From an optimization exercise on the open Yosys and OpenROAD flow, aimed at small area and few clock cycles per item; shortcuts taken in it are not production practice.
In this exercise RTL edits were held to simulation tests only and were not proved equivalent to the original.

==> flow/design.v, too long to show whole: its modules and the start of the top module <==
// module poly_horner_pipe: 97 lines
// module ph_fa: 4 lines
// module ph_ha: 4 lines
// module ph_xor2: 3 lines
// module ph_xnor2: 3 lines
// module ph_o22ai: 3 lines
// module ph_nand2: 3 lines
// module ph_nor2: 3 lines
// module ph_and2: 3 lines
// module ph_or2: 3 lines
// module ph_inv: 3 lines
// module ph_a21o: 3 lines
// module ph_o21ai: 3 lines
// module ph_o21a: 3 lines
// module ph_mulsat: 1625 lines
// module ph_addsat_n: 236 lines
// module ph_addsat: 238 lines
module poly_horner_pipe #(
  parameter int DATA_W   = 18,
  parameter int FRAC_W   = 12,
  parameter int DEGREE   = 4,
  parameter bit SATURATE = 1'b1,
  parameter logic [DATA_W*(DEGREE+1)-1:0] COEF_INIT =
    {18'h3f4ab, 18'h1ec5, 18'h3df43, 18'h1cc8, 18'h82}
) (
  input  logic                          clk,
  input  logic                          async_n,
  input  logic                          in_valid,
  output logic                          in_ready,
  input  logic [DATA_W-1:0]             x_in,
  input  logic                          coef_we,
  input  logic [$clog2(DEGREE+1)-1:0]   coef_addr,
  input  logic [DATA_W-1:0]             coef_wdata,
  input  logic                          coef_swap,
  output logic                          busy,
  output logic                          out_valid,
  input  logic                          out_ready,
  output logic [DATA_W-1:0]             y_out,
  output logic                          ovf_out
);
  // ...
==> flow/run.sh <==
#!/bin/bash
# synth_recipe.tcl (not shown) runs the flow's synth.tcl, then flattens the netlist and writes it again
# the make line also repeats each setting of config.mk as NAME=value (left out here)
make -C /OpenROAD-flow-scripts/flow DESIGN_CONFIG=/design/flow/config.mk WORK_HOME=/design/flow/orfs CLKGATE_MAP_FILE= SYNTH_SCRIPT=/design/flow/synth_recipe.tcl finish
==> flow/config.mk <==
export PLATFORM = sky130hd
export DESIGN_NAME = poly_horner_pipe
export DESIGN_NICKNAME = poly_horner_pipe
export VERILOG_FILES = /design/flow/design.v
export SDC_FILE = /design/flow/constraint.sdc
export NUM_CORES = 4
export LEC_CHECK = 0
export CAP_MARGIN = 20
export CORE_MARGIN = 2
export CORE_UTILIZATION = 75
export CTS_BUF_LIST = sky130_fd_sc_hd__clkbuf_16
export CTS_CLUSTER_DIAMETER = 90
export CTS_CLUSTER_SIZE = 28
export SLEW_MARGIN = 20
export SYNTH_HIERARCHICAL = 1
export SYNTH_MINIMUM_KEEP_SIZE = 0
==> flow/constraint.sdc <==
create_clock -name core_clock -period 10.0 [get_ports {clk}]
set_input_delay 2.0000 -clock core_clock [delete_from_list [all_inputs] [get_ports {clk}]]
set_output_delay 2.0000 -clock core_clock [all_outputs]
set_load 0.01 [all_outputs]
==> results.toml, run 1 <==
[clock_tree]
cts_setup_buffers = 0
ctsResizeCount = 0
cts_tree = "yes"

[finish]
drive_gt1_share_pct = 5.05
nFillCells = 3755
finalInstanceArea_sq_um = 44000
regArea_sq_um = 9050

[die]
io_pins = 67
nWellTaps = 704

[setup_path]
critical_path.slowest_cell = "a21o_1"
r2r-start = "active[36]$_DFFE_PN1P_"
worstSetupPathType = "flop to flop"

[sta]
period_needed_ns = 9.56
setup_viol = 0
timing.final.crit_share_pct = 95.6
fin_ws_ns = 0.441

[grt]
globalRouteMet3Util_pct = 7.40
grt_util_met1_pct = 55.6
grtUsageTotal_pct = 41.2

[detailed_routing]
wl_met2_mm = 53.7
routed_wirelength_mm = 117
wl_met3_mm = 12.3
drc = 0
top_layer = "met5"

[synthesis]
synth-xor-area-share_pct = 24.5
yosysMostFrequentCell = "xnor2_1"
synth_compound_area_share_pct = 17.5
synthTopCellsByArea = "fa_1, xnor2_1, edfxtp_1"
ys_warn_count = 7
synthDominantCellAreaShare_pct = 22.4

[min_path]
hold_path_end = "shadow[72]$_DFF_P_"

[outcome]
status = "timing/DRC/antenna clean"

[placement]
io_buffer_count = 66
Testbench counts, summed over its fixed seeds: cycles 16,032, items 16,000.
==> inputs of run 2 (changes only) <==
--- a/flow/config.mk
+++ b/flow/config.mk
@@ -9,8 +9,8 @@
 export CORE_MARGIN = 2
 export CORE_UTILIZATION = 75
 export CTS_BUF_LIST = sky130_fd_sc_hd__clkbuf_16
-export CTS_CLUSTER_DIAMETER = 90
-export CTS_CLUSTER_SIZE = 28
+export CTS_CLUSTER_DIAMETER = 80
+export CTS_CLUSTER_SIZE = 24
 export SLEW_MARGIN = 20
 export SYNTH_HIERARCHICAL = 1
 export SYNTH_MINIMUM_KEEP_SIZE = 0
==> run 2 against run 1 <==
Net effect: non-clock buffer count shrank 1; register-to-register slack is essentially flat; clock skew is 0.0030 ns lower; final cell count is essentially flat; global-route usage is 0.14 points higher; critical path type unchanged; highest routed layer unchanged.
==> results.toml, run 2 <==
[outcome]
status = "timing/DRC/antenna clean"

[setup_path]
r2r_end = "pr3[14]$_DFFE_PN_"
path_max_fanout = 18
cp_common_cell = "a21o_1"
start_kind = "flop"
end_kind = "flop"
r2r-start = "active[36]$_DFFE_PN1P_"
critPathBufInv = 2
critical_path.top_delay_family = "compound AO/OA/AOI/OAI gates"
r2r_cells = 33
cp_data_required_time_ns = 10.29
worst_ep_arrival_time_ns = 9.85
cp_slowest_stage_delay_ns = 0.74
critical_path.slowest_cell = "a21o_1"
r2r_slack_ns = 0.43
startpoint = "active[36]$_DFFE_PN1P_"
worstSetupPathType = "flop to flop"

[finish]
area_growth_pct = 5.96
top_regs = "active x90, shadow x90"
layout_common_cells = "xnor2_1, o22ai_1, fa_1, nand2_1, inv_1"
nets = 4833
final_common_cell = "xnor2_1"
finalInstanceArea_sq_um = 44000
drive_gt1_share_pct = 5.02
final_cells = 4965
finalCoreUtilization_pct = 80.1

[grt]
grtUsageTotal_pct = 41.3
grt_pass1_wl_mm = 185
grt_util_met1_pct = 55.5
grt_use_met2_pct = 65.5
grt-busiest-layer = "met2"
grt_max_degree = 74
globalRouteMet3Util_pct = 8.10
grt_pass1_vias = 33700
antenna_found_initial = 5
grt-ovfl-total = 0

[detailed_routing]
first_pass_iters = 10
ant_nets = 0
drc = 0
num_vias = 33900
routed_wirelength_mm = 117
wl_per_cell_microns = 23.6
via_per_inst = 6.83
drtIter0Drc = 4175

[sta]
fin_tns_setup_ns = 0
slew_headroom_pct = 22.2
period_needed_ns = 9.57
finClkSkew_ns = 0.0167
hold_violations = 0
tightest_slew_ns = 1.17
timing.final.crit_share_pct = 95.7
setup_viol = 0
slew_violations = 0
fmax_mhz = 105
rsz0062_at_grt = "no"

[placement]
post-dp-hpwl_mm = 83.9
io_buffer_count = 66
place_congestion = 1.01
dp.cells = 4931
dpl_cell_area_sq_um = 43400

[synthesis]
synthTopCellsByArea = "fa_1, xnor2_1, edfxtp_1"
yosysSeqAreaShare_pct = 21.8
synth_seq_cells = 323
synth_edf_count = 202
syn-num-nets = 4706
async_flop_share_pct = 31.9
synth_commonest_cells = "xnor2_1, o22ai_1, fa_1"
synthDominantCellAreaShare_pct = 22.4
synthDistinctLibCells = 41
ys_warn_count = 7
yosys.area.top_type = "fa_1"
yosysMostFrequentCell = "xnor2_1"
synth-main-ff-cell = "edfxtp_1"
syn_avg_cell_area_sq_um = 10.1
synthCells = 4121
syn_area_sq_um = 41500

[clock_tree]
cts_setup_buffers = 0
clock_latency_ns = 0.54
clock-sinks = 323
clock-root-buffer = "clkbuf_16"
htree_levels = 1
ctsResizeCount = 0
clkTransAtPathRegs_ns = 0.10
holdBufCountCts = 0
cts_buffers = 19
clock_tree.buffer_depth = 3
cts_tree = "yes"

[die]
die-height_microns = 239
num_rows = 86
core_area_sq_um = 54900
dieWidth_microns = 239
die_area_sq_um = 57200
initial_core_util_pct = 75.6
io_pins = 67

[min_path]
hold_path_end = "shadow[88]$_DFF_P_"
hold_depth = 2
hold_path_class = "flop to flop"
min_from = "shadow[88]$_DFF_P_"

[job]
drv_cap = 0
run 2: cell families (layout without fill, tap and decap cells):
family | after synthesis | after routing | share of synthesized area [%]
compound gates | 1135 | 1135 | 17.5
fa+ha+maj | 540 | 540 | 24.7
xor+xnor | 1160 | 1160 | 24.5
simple gates | 641 | 641 | 6.97
mux | 72 | 72 | 2.04
flops | 323 | 323 | 21.8
buf+inv | 250 | 389 | 2.48
other cells | 0 | 1 | 0
run 2: worst register-to-register path: cells and delay by family (launching register included):
| kind | cells | cell delay (ns) |
|---|---|---|
| AOI/OAI and AO/OA | 14 | 3.56 |
| xor gates and xnor gates | 5 | 1.15 |
| adders and majority gates | 4 | 1.97 |
| buffers and inverters | 2 | 0.11 |
| DFF | 1 | 0.57 |
| and+or+nand+nor | 8 | 1.95 |
run 2: worst max-delay path by stage:
stage	endpoint	depth (start not counted)
after CTS	pr3[14]$_DFFE_PN_	33
after global placement	pr3[14]$_DFFE_PN_	33
after floorplan	pr3[0]$_DFFE_PN_	33
after global routing	pr3[14]$_DFFE_PN_	33
final	pr3[14]$_DFFE_PN_	33
after detailed placement	pr3[14]$_DFFE_PN_	33
run 2: metal layers:
layer,part of all wire [%],wire [microns]
met5,0.023,27
met4,6.0,6970
met3,11,12500
met2,46,53500
met1,38,43900
run 2: final cells by class:
type / instances / area (sq um)
multi-input combinational: 3548 / 31500
fill: 3740 / 10900
sequential: 323 / 9050
timing repair buffer: 130 / 1140
tap: 704 / 881
inverter: 226 / 853
clock buffer: 19 / 475
clock inverter: 14 / 100
antenna: 1 / 2.50
run 2: per-stage QoR:
step                worst slack (ns)  hold WS (ns)
CTS                            0.644         0.448
floorplan                       1.57         0.422
finish                         0.432         0.447
global placement               0.848         0.429
detailed placement             0.663         0.433
global route                  0.0395         0.470
run 2: Yosys stat by module (local to each module, per instance), a selection:
module            cell area [sq um]  times used  cells
ph_a21o                        7.51         199      1
ph_fa                          20.0         464      1
ph_ha                          12.5          76      1
ph_nor2                        3.75         132      1
ph_o21a                        7.51          85      1
ph_o21ai                       5.00         180      1
ph_xnor2                       8.76         982      1
ph_xor2                        8.76         178      1
poly_horner_pipe              11200           1    628

==> static timing again, ports no longer ideal <==
No port has a modelled driver above. Below, the same layouts with a new extraction and two added sets of constraints. Step 1 sets driving cells, clkbuf_16 on the clock port and buf_2 on the other inputs (assumed; they add their load-dependent delay and slew). Step 2, shift: input delay + t, output delay - t, t = (earliest + latest rising clock arrival at the registers) / 2. This alone moves slack from input paths to output paths. a / b / c = ideal ports / drivers / drivers and shift; a / b = the first two.
run | t (ns) | setup WS [ns] | worst register clock-pin slew, ns
run 1 | 0.567 | 0.441 / 0.441 / 0.441 | 0.11 / 0.11
run 2 | 0.575 | 0.432 / 0.432 / 0.432 | 0.10 / 0.10
After both steps setup and hold are still met in every run listed.
